Background: an optimization exercise with open tools, aiming at small area. Do not read the settings as production practice. The RTL was checked by simulation tests, not by an equivalence proof against the original design. Power is estimated from default activity; no workload was simulated.

## flow/design.v

```verilog
module regfile_scoreboard #(
  parameter int unsigned nregs = 32,
  parameter int unsigned nbits = 32
) (
  input  logic                     clk,
  input  logic                     rst,
  input  logic [$clog2(nregs)-1:0] rs1_addr,
  input  logic                     rs1_en,
  output logic [nbits-1:0]         rs1_data,
  input  logic [$clog2(nregs)-1:0] rs2_addr,
  input  logic                     rs2_en,
  output logic [nbits-1:0]         rs2_data,
  input  logic                     issue_val,
  input  logic [$clog2(nregs)-1:0] issue_waddr,
  input  logic                     wb_en,
  input  logic [$clog2(nregs)-1:0] wb_addr,
  input  logic [nbits-1:0]         wb_data,
  output logic                     stall,
  output logic [nregs-1:0]         pending
);
  localparam int unsigned aw = $clog2(nregs);
  logic [nbits-1:0] regs [nregs];
  logic [nregs-1:0] pending_nxt;
  logic             raw1;
  logic             raw2;
  logic             waw;
  logic             issue_fire;
  always_comb begin
    rs1_data = regs[rs1_addr];
    rs2_data = regs[rs2_addr];
    if (wb_en && (wb_addr == rs1_addr) && (rs1_addr != aw'(0))) rs1_data = wb_data;
    if (wb_en && (wb_addr == rs2_addr) && (rs2_addr != aw'(0))) rs2_data = wb_data;
  end
  always_comb begin
    raw1  = rs1_en && (rs1_addr != aw'(0)) && pending[rs1_addr]
            && !(wb_en && (wb_addr == rs1_addr));
    raw2  = rs2_en && (rs2_addr != aw'(0)) && pending[rs2_addr]
            && !(wb_en && (wb_addr == rs2_addr));
    waw   = issue_val && (issue_waddr != aw'(0)) && pending[issue_waddr]
            && !(wb_en && (wb_addr == issue_waddr));
    stall = raw1 || raw2 || waw;
    issue_fire = issue_val && !stall;
  end
  always_comb begin
    pending_nxt = pending;
    if (wb_en) pending_nxt[wb_addr] = 1'b0;
    if (issue_fire && (issue_waddr != aw'(0))) pending_nxt[issue_waddr] = 1'b1;
  end
  always_ff @(posedge clk) begin
    if (rst) begin
      pending <= '0;
      for (int unsigned i = 0; i < nregs; i++) regs[i] <= '0;
    end else begin
      pending <= pending_nxt;
      if (wb_en && (wb_addr != aw'(0))) regs[wb_addr] <= wb_data;
    end
  end
endmodule
```

## flow/run.sh

```bash
#!/bin/bash
# synth_recipe.tcl (not shown) runs the flow's synth.tcl, then flattens the netlist and writes it again
# the make line also repeats each setting of config.mk as NAME=value (left out here)
make -C /OpenROAD-flow-scripts/flow DESIGN_CONFIG=/design/flow/config.mk WORK_HOME=/design/flow/orfs CLKGATE_MAP_FILE= SYNTH_SCRIPT=/design/flow/synth_recipe.tcl finish
```

## flow/config.mk

```make
export PLATFORM = sky130hd
export DESIGN_NAME = regfile_scoreboard
export DESIGN_NICKNAME = regfile_scoreboard
export VERILOG_FILES = /design/flow/design.v
export SDC_FILE = /design/flow/constraint.sdc
export NUM_CORES = 4
export LEC_CHECK = 0
export CAP_MARGIN = 20
export CORE_MARGIN = 2
export CORE_UTILIZATION = 40
export SLEW_MARGIN = 20
```

## flow/constraint.sdc

```tcl
create_clock -name core_clock -period 6.0 [get_ports {clk}]
set_input_delay 1.2000 -clock core_clock [delete_from_list [all_inputs] [get_ports {clk}]]
set_output_delay 1.2000 -clock core_clock [all_outputs]
set_load 0.01 [all_outputs]
```

==> results.txt <==
After routing, the total negative slack on setup checks comes to 0 ps. The total setup buffers inserted after CTS is 0. The port buffer count is 154. The data required time of the worst path is 4800 ps.

The layout filler cell count came out at 12180. The number of global-route vias before repair came to 35610. The largest total area in the synthesized netlist belongs to sky130_fd_sc_hd__edfxtp_1. The classification of the worst setup path is input pin to primary output. The die is 383.7 microns wide. The clock insertion delay at the later pin of the skew report came out at 730 ps. The warning count from the yosys run came out at 1.

The H-tree generated during clock tree synthesis spans 3 levels. The floorplan step defined a die boundary enclosing 147300 sq um. The root buffer cell chosen for the clock tree is sky130_fd_sc_hd__clkbuf_16. The number of antenna violations at the first check in global routing came out at 20. The aggregate global-route resource usage is 26.99%. In this run the core area contains 139 standard-cell rows. The clock slew seen by the registers of the worst setup and hold paths is 60 ps.

The initial standard-cell utilization of the core is 40.25%. The number of nets in the synthesized netlist came out at 3709. The proportion of synthesized area in mux cells is 27.13%.

Sorting the synthesized cells by area gives the leading types as sky130_fd_sc_hd__edfxtp_1, sky130_fd_sc_hd__mux4_2, sky130_fd_sc_hd__and2_1. The worst-case clock buffer depth is 3. The sequential element share of the synthesized area came out at 54.42%. Pin placement for this block handled 155 I/O pins. At the pin with the least slew margin, the transition time is 1065 ps. The compound-gate portion of the synthesized area came out at 1.536%.

The worst path in the final design needs a cycle of 5605 ps, including I/O delays and setup. The pin count of the biggest net entering global routing is 69. The number of flip-flops and latches in the synthesized netlist came out at 1056. The final setup slack of the worst path is 394.6 ps. The power density over cell area came out at 270.9 nW/um^2. The count of endpoints failing hold in the final timing report was 0. STA classifies the critical path startpoint as an input pin.

The min-delay analysis places its worst path in the category flop to flop. For this design the static power due to leakage is 0.02218 uW. TritonCTS built the clock tree. The post-placement worst setup slack is 460.5 ps. The overall routed net length came out at 197.7 mm. In this run, synthesis inferred 1024 flip-flops with an integrated enable. The detailed placement HPWL is 114.4 mm. The first global-routing pass estimated 277.6 mm of wire. The share of the synthesized netlist area taken by xor and xnor gates is 0.3340%.

The total area inside the core boundary comes to 143300 sq um. The area share of and/or/nand/nor cells after synthesis came out at 13.54%. The post-synthesis average cell area is 15.85 sq um. The most used flip-flop cell after synthesis is sky130_fd_sc_hd__edfxtp_1.

The layout cell share with drive strength beyond 1 came out at 29.69%. The run finished with no timing, DRC or antenna violations. The maximum resistive drop on vdd is 225.4 uV. The worst endpoint data arrival time came out at 4410 ps. After clock tree synthesis, the repair step resized 0 gates. Summing all non-filler instances in the final layout gives an area of 66100 sq um. The relative area change from synthesis to final layout is 14.59%. The end-of-flow core utilization came out at 46.12%. Synthesis instantiated 43 different standard cells from the library.

For this run, the top clock speed supported by timing is 0.1784 GHz. The critical path endpoint category is a primary output. For the final database, setup skew stands at 29.47 ps.

Counting instances, the worst hold path has a depth of 2. In the routed layout, each cell is associated on average with a via count of 6.133. Synthesis handed over a netlist of 3640 instances. By count the netlist is led by sky130_fd_sc_hd__and2_1, sky130_fd_sc_hd__edfxtp_1, sky130_fd_sc_hd__mux4_2. The first-pass iteration count of the detailed router came out at 5. The setup violation total in the final timing report came out at 0.

The detailed router finished its first iteration with 5227 violations. The remaining number of nets flagged by the antenna check after routing came out at 0. The total CTS buffers came out at 113.

The die is 383.7 microns tall. Setup repair after global routing left no endpoint under its margin. The proportion of synthesized flip-flops having asynchronous set or reset came out at 0%. Summing over every cut layer, the via total after detailed routing is 35180.

The post-synthesis cell area came out at 57680 sq um. The top cell type by area accounts for 53.31% of the synthesized area. For this run the aggregate overflow at the end of global routing stands at 0. The weighted congestion reported at the end of routability-driven placement is 0.8724. The critical-path maximum fanout came out at 37. The cell depth of the worst flop-to-flop path is 7. The number of remaining DRC errors came out at 0.

The number of max-capacitance violations reported came out at 0. The clock sink total came out at 1056. Dividing the detail-routed wire length by the instance count gives 34.46 microns. The placed instances occupy a cell area of 62650 sq um. The adder-cell area share of the yosys netlist is 0.2386%. For this design, the CTS-stage hold fixing added 0 buffers. The overall power is 17910 uW.

The final-report max-slew violation count came out at 0. After synthesis, the largest family of logic cells by area is multiplexers. Of the available clock period, the critical path in the final layout requires 93.42%. Measured against its own limit, the worst slew margin works out to 28.28%. The most instantiated library cell after synthesis is sky130_fd_sc_hd__and2_1. After the last flow step, the layout net total stands at 3802.
## routing by layer
| layer | vias to the layer above | global-route usage, % | wire length, microns |
|---|---|---|---|
| met1 | 18520 | 35.46 | 73510 |
| met4 | 0 | 10.81 | 8155 |
| li1 | 14270 | - | - |
| met2 | 2021 | 44.38 | 96590 |
| met3 | 371 | 4.988 | 19400 |
| met5 | - | 0 | 0 |
## path summary, 6_finish.rpt
check,start,endpoint,slack [ps]
hold / removal,pending[31]$_SDFF_PP0_,pending[31]$_SDFF_PP0_,560
setup / recovery,rs2_addr[0],rs2_data[29],390
hold reg to reg,pending[31]$_SDFF_PP0_,pending[31]$_SDFF_PP0_,560
setup reg to reg,pending[5]$_SDFF_PP0_,pending[20]$_SDFF_PP0_,3420
## per-stage QoR
stage,instances,hold WS (ps)
floorplan,3640,532.2
global placement,5521,547.5
detailed placement,5521,543.5
CTS,5726,555.2
global route,5729,574.3
finish,5736,558.0
## state kept, by name, indices dropped and copies added (netlist names)
signal / count
regs: 1024
pending: 32
## logic make-up after synthesis
| logic type | Yosys count |
|---|---|
| AOI/OAI and AO/OA | 111 |
| xor gates and xnor gates | 22 |
| adders and majority gates | 11 |
| buffers and inverters | 401 |
| DFF | 1056 |
| muxes | 733 |
| and+or+nand+nor | 1306 |
## critical path, stage by stage
cell	delay, ps
sky130_fd_sc_hd__buf_8	350
sky130_fd_sc_hd__buf_4	330
sky130_fd_sc_hd__mux4_2	540
sky130_fd_sc_hd__mux4_2	540
sky130_fd_sc_hd__mux2i_1	300
sky130_fd_sc_hd__o21ai_0	440
sky130_fd_sc_hd__clkdlybuf4s50_1	630
## cell type report
| type | count | area, sq um | share of cell area [%] |
|---|---|---|---|
| flip-flops and latches | 1056 | 31390 | 47.49 |
| diodes | 10 | 25.02 | 0.03786 |
| multi-input cells | 2183 | 24940 | 37.74 |
| clock inverters | 43 | 344.1 | 0.5206 |
| repair buffers | 368 | 3876 | 5.864 |
| clock buffers | 162 | 3095 | 4.683 |
| inverters | 11 | 42.54 | 0.06436 |
| well taps | 1903 | 2381 | 3.602 |
## report_power, final
group	switching [uW]	leakage, uW	total [uW]	internal (uW)
registers	189	0.0100	8660	8470
clock network	3000	0.00167	6740	3740
logic	1330	0.0105	2510	1180
total	4520	0.0222	17900	13400
## layout by cell type, fill, tap and decap left out, types with 11 or more instances in the layout
master,count
sky130_fd_sc_hd__clkbuf_16,116
sky130_fd_sc_hd__clkdlybuf4s50_1,140
sky130_fd_sc_hd__or2_2,33
sky130_fd_sc_hd__and2_1,1026
sky130_fd_sc_hd__clkinv_1,19
sky130_fd_sc_hd__o41ai_2,25
sky130_fd_sc_hd__clkinv_2,14
sky130_fd_sc_hd__nor2_4,32
sky130_fd_sc_hd__mux2i_1,67
sky130_fd_sc_hd__edfxtp_1,1024
sky130_fd_sc_hd__ha_1,11
sky130_fd_sc_hd__mux4_2,664
sky130_fd_sc_hd__buf_4,158
sky130_fd_sc_hd__nand2_1,117
sky130_fd_sc_hd__o21ai_0,67
sky130_fd_sc_hd__nor3_1,14
sky130_fd_sc_hd__buf_12,59
sky130_fd_sc_hd__clkbuf_1,44
sky130_fd_sc_hd__dfxtp_1,32
sky130_fd_sc_hd__xor2_1,13
sky130_fd_sc_hd__nand3b_1,38

[afterwards: timing with drivers on the ports]
The results above use ideal ports. As a check the final layout listed here was re-extracted and re-timed, cells and wires unchanged. Step 1 assumes that a clkbuf_16 drives the clock port and a buf_2 every other input. Step 2 adds t to the input delays and takes it off the output delays; t is the mean of the earliest and latest rising clock arrival at the registers after step 1. Input paths then give back, and output paths get back, about the clock's delay inside the block. Three values: ideal, step 1, step 2; two values: the first two.
t, ns: 0.799
slack for setup (ns): 0.395 / 0.338 / 0.338
worst data-port slew with drivers (ns): 0.20
After both steps setup and hold are still met in this run. For this run, drivers alone change the setup slack by -0.057 ns; drivers and shift together by -0.057 ns.
